From an optimization exercise on the open Yosys and OpenROAD flow, aimed at small area; shortcuts taken in it are not production practice. Only simulation tests tie the RTL to the original design; equivalence was not proved. Power and IR drop assume default switching activity.

Design video_box_overlay, start of the top module:
module video_box_overlay #(
  parameter int N_BOX   = 8,
  parameter int W_PIX   = 24,
  parameter int W_COORD = 12,
  parameter int W_THK   = 4,
  localparam int W_IDX  = (N_BOX > 1) ? $clog2(N_BOX) : 1
) (
  input  logic               clk,
  input  logic               rstn,
  input  logic               vsync,
  input  logic               hsync,
  input  logic               de,
  input  logic [W_PIX-1:0]   data,
  input  logic               cfg_we,
  input  logic [W_IDX-1:0]   cfg_idx,
  input  logic               cfg_en,
  input  logic               cfg_blend,
  input  logic [W_COORD-1:0] cfg_x,
  input  logic [W_COORD-1:0] cfg_y,
  input  logic [W_COORD-1:0] cfg_w,
  input  logic [W_COORD-1:0] cfg_h,
  input  logic [W_THK-1:0]   cfg_thick,
  input  logic [W_PIX-1:0]   cfg_color,
  output logic               vsync_o,
  output logic               hsync_o,
  output logic               de_o,
  output logic [W_PIX-1:0]   data_o,
  output logic               cfg_commit
);
Size in the first run: about 1500 flip-flops, ~140 I/O pins, about 57000 um2 of cells after synthesis.
Settings: LEC_CHECK=0, CAP_MARGIN=20, CORE_MARGIN=2, CORE_UTILIZATION=70, CTS_BUF_LIST=sky130_fd_sc_hd__clkbuf_16, CTS_CLUSTER_DIAMETER=100, CTS_CLUSTER_SIZE=30, GPL_TIMING_DRIVEN=0, SLEW_MARGIN=20, SYNTH_HIERARCHICAL=0; clock period 6.0 ns.
run.sh (not shown) runs the stock make flow with config.mk's settings and CLKGATE_MAP_FILE= SYNTH_SCRIPT=/design/flow/synth_recipe.tcl, a recipe that flattens the netlist after the stock synthesis.
The baseline ran to the end with no violations.
Edit:
Settings changed: CORE_UTILIZATION 70 to 40, CTS_BUF_LIST sky130_fd_sc_hd__clkbuf_16 to not set, CTS_CLUSTER_DIAMETER 100 to not set, CTS_CLUSTER_SIZE 30 to not set, GPL_TIMING_DRIVEN 0 to not set.
- via count hardly moves
- design area rises by about 6%
- final cell count is higher by 22%
- utilization came out lower by 31 points
Edit:
Settings changed: CORE_UTILIZATION 40 to 70, CTS_BUF_LIST set to sky130_fd_sc_hd__clkbuf_16, CTS_CLUSTER_DIAMETER set to 80, CTS_CLUSTER_SIZE set to 24, GPL_TIMING_DRIVEN set to 0.
Effect: The changed run produced a clean layout; area after synthesis does not change; die area decreases by well over a third; power shrinks by about a fifth.

---

Another version of the RTL of video_box_overlay (not shown whole).
export LEC_CHECK = 0
export CAP_MARGIN = 20
export CORE_MARGIN = 2
export CORE_UTILIZATION = 70
export CTS_BUF_LIST = sky130_fd_sc_hd__clkbuf_16
export CTS_CLUSTER_DIAMETER = 100
export CTS_CLUSTER_SIZE = 30
export GPL_TIMING_DRIVEN = 0
export PLACE_DENSITY = 0.7
export SLEW_MARGIN = 20
export SYNTH_HIERARCHICAL = 0
create_clock -name core_clock -period 6.0 [get_ports {clk}]
standard.sh (not shown) runs the stock make flow with config.mk's settings and CLKGATE_MAP_FILE= SYNTH_SCRIPT=/design/flow/synth_recipe.tcl, a recipe that flattens the netlist after the stock synthesis.
==> flow/flow/run.sh <==
#!/bin/bash
# Standard layout with one netlist clean-up between synthesis and floorplan:
# flow/fixinv.py re-picks the polarity of cells whose output inverts with some
# of their inputs (full adders, majority gates, muxes, XORs) so fewer inverters
# are needed in the synthesized netlist.
# Registers are untouched and the logic is unchanged. Each step logs to its own file.
set -euo pipefail
# Port buffers: the smallest buffer cell (the repair steps resize it where a port needs more drive).
export BUFFER_PORTS_ARGS="-buffer_cell sky130_fd_sc_hd__buf_1"
R="$PWD/orfs/results/$FLOW_PLATFORM/video_box_overlay/base"
bash standard.sh "$R/1_2_yosys.v" > synth.log 2>&1
cp "$R/1_2_yosys.v" "$R/1_2_yosys.orig.v"
python3 flow/fixinv.py "$R/1_2_yosys.orig.v" "$R/1_2_yosys.v" > fixinv.log 2>&1
bash standard.sh > layout.log 2>&1
Other scripts of this flow, unchanged in this note and not shown: flow/flow/fixinv.py
Change:
--- a/flow/config.mk
+++ b/flow/config.mk
@@ -14,3 +14,2 @@
 export GPL_TIMING_DRIVEN = 0
-export PLACE_DENSITY = 0.7
 export SLEW_MARGIN = 20
Effect: Synthesized area stays the same. Wire length does not change. Count of clock-buffer cells in the layout stays the same. Die area stays the same. Sequential cell count is unchanged. Register-to-register slack stays flat.

==> re-timing with driven ports <==
The flow's constraints put no driver on any port. The routed layouts listed below were extracted and timed again, unchanged, in two steps. Step 1, drivers: a clkbuf_16 drives clk and a buf_2 each remaining input, both assumed. Step 2 moves the port delays by t, midway between the first and last clock arrival at a register: inputs arrive t later, outputs are due t later. That takes back most of the time a late clock gives input paths. Slacks: ideal ports / drivers / drivers and shift; pairs: ideal ports / drivers.
| run | t, ns | slack for setup (ns) | hold slack, ns | worst setup path after step 2 |
|---|---|---|---|---|
| the first run of note 1 | 0.731 | 0.179 / 0.179 / 0.179 | 0.333 / 0.333 / 0.333 | register to register |
| the second run of note 1 | 0.839 | 0.672 / 0.672 / 0.672 | 0.274 / 0.226 / 0.325 | register to register |
| the third run of note 1 | 0.725 | 0.250 / 0.250 / 0.250 | 0.331 / 0.331 / 0.331 | register to register |
| the first run of note 2 | 0.727 | 0.085 / 0.085 / 0.085 | 0.331 / 0.331 / 0.331 | register to register |
| the second run of note 2 | 0.727 | 0.085 / 0.085 / 0.085 | 0.331 / 0.331 / 0.331 | register to register |
After both steps setup and hold are still met in every run listed.
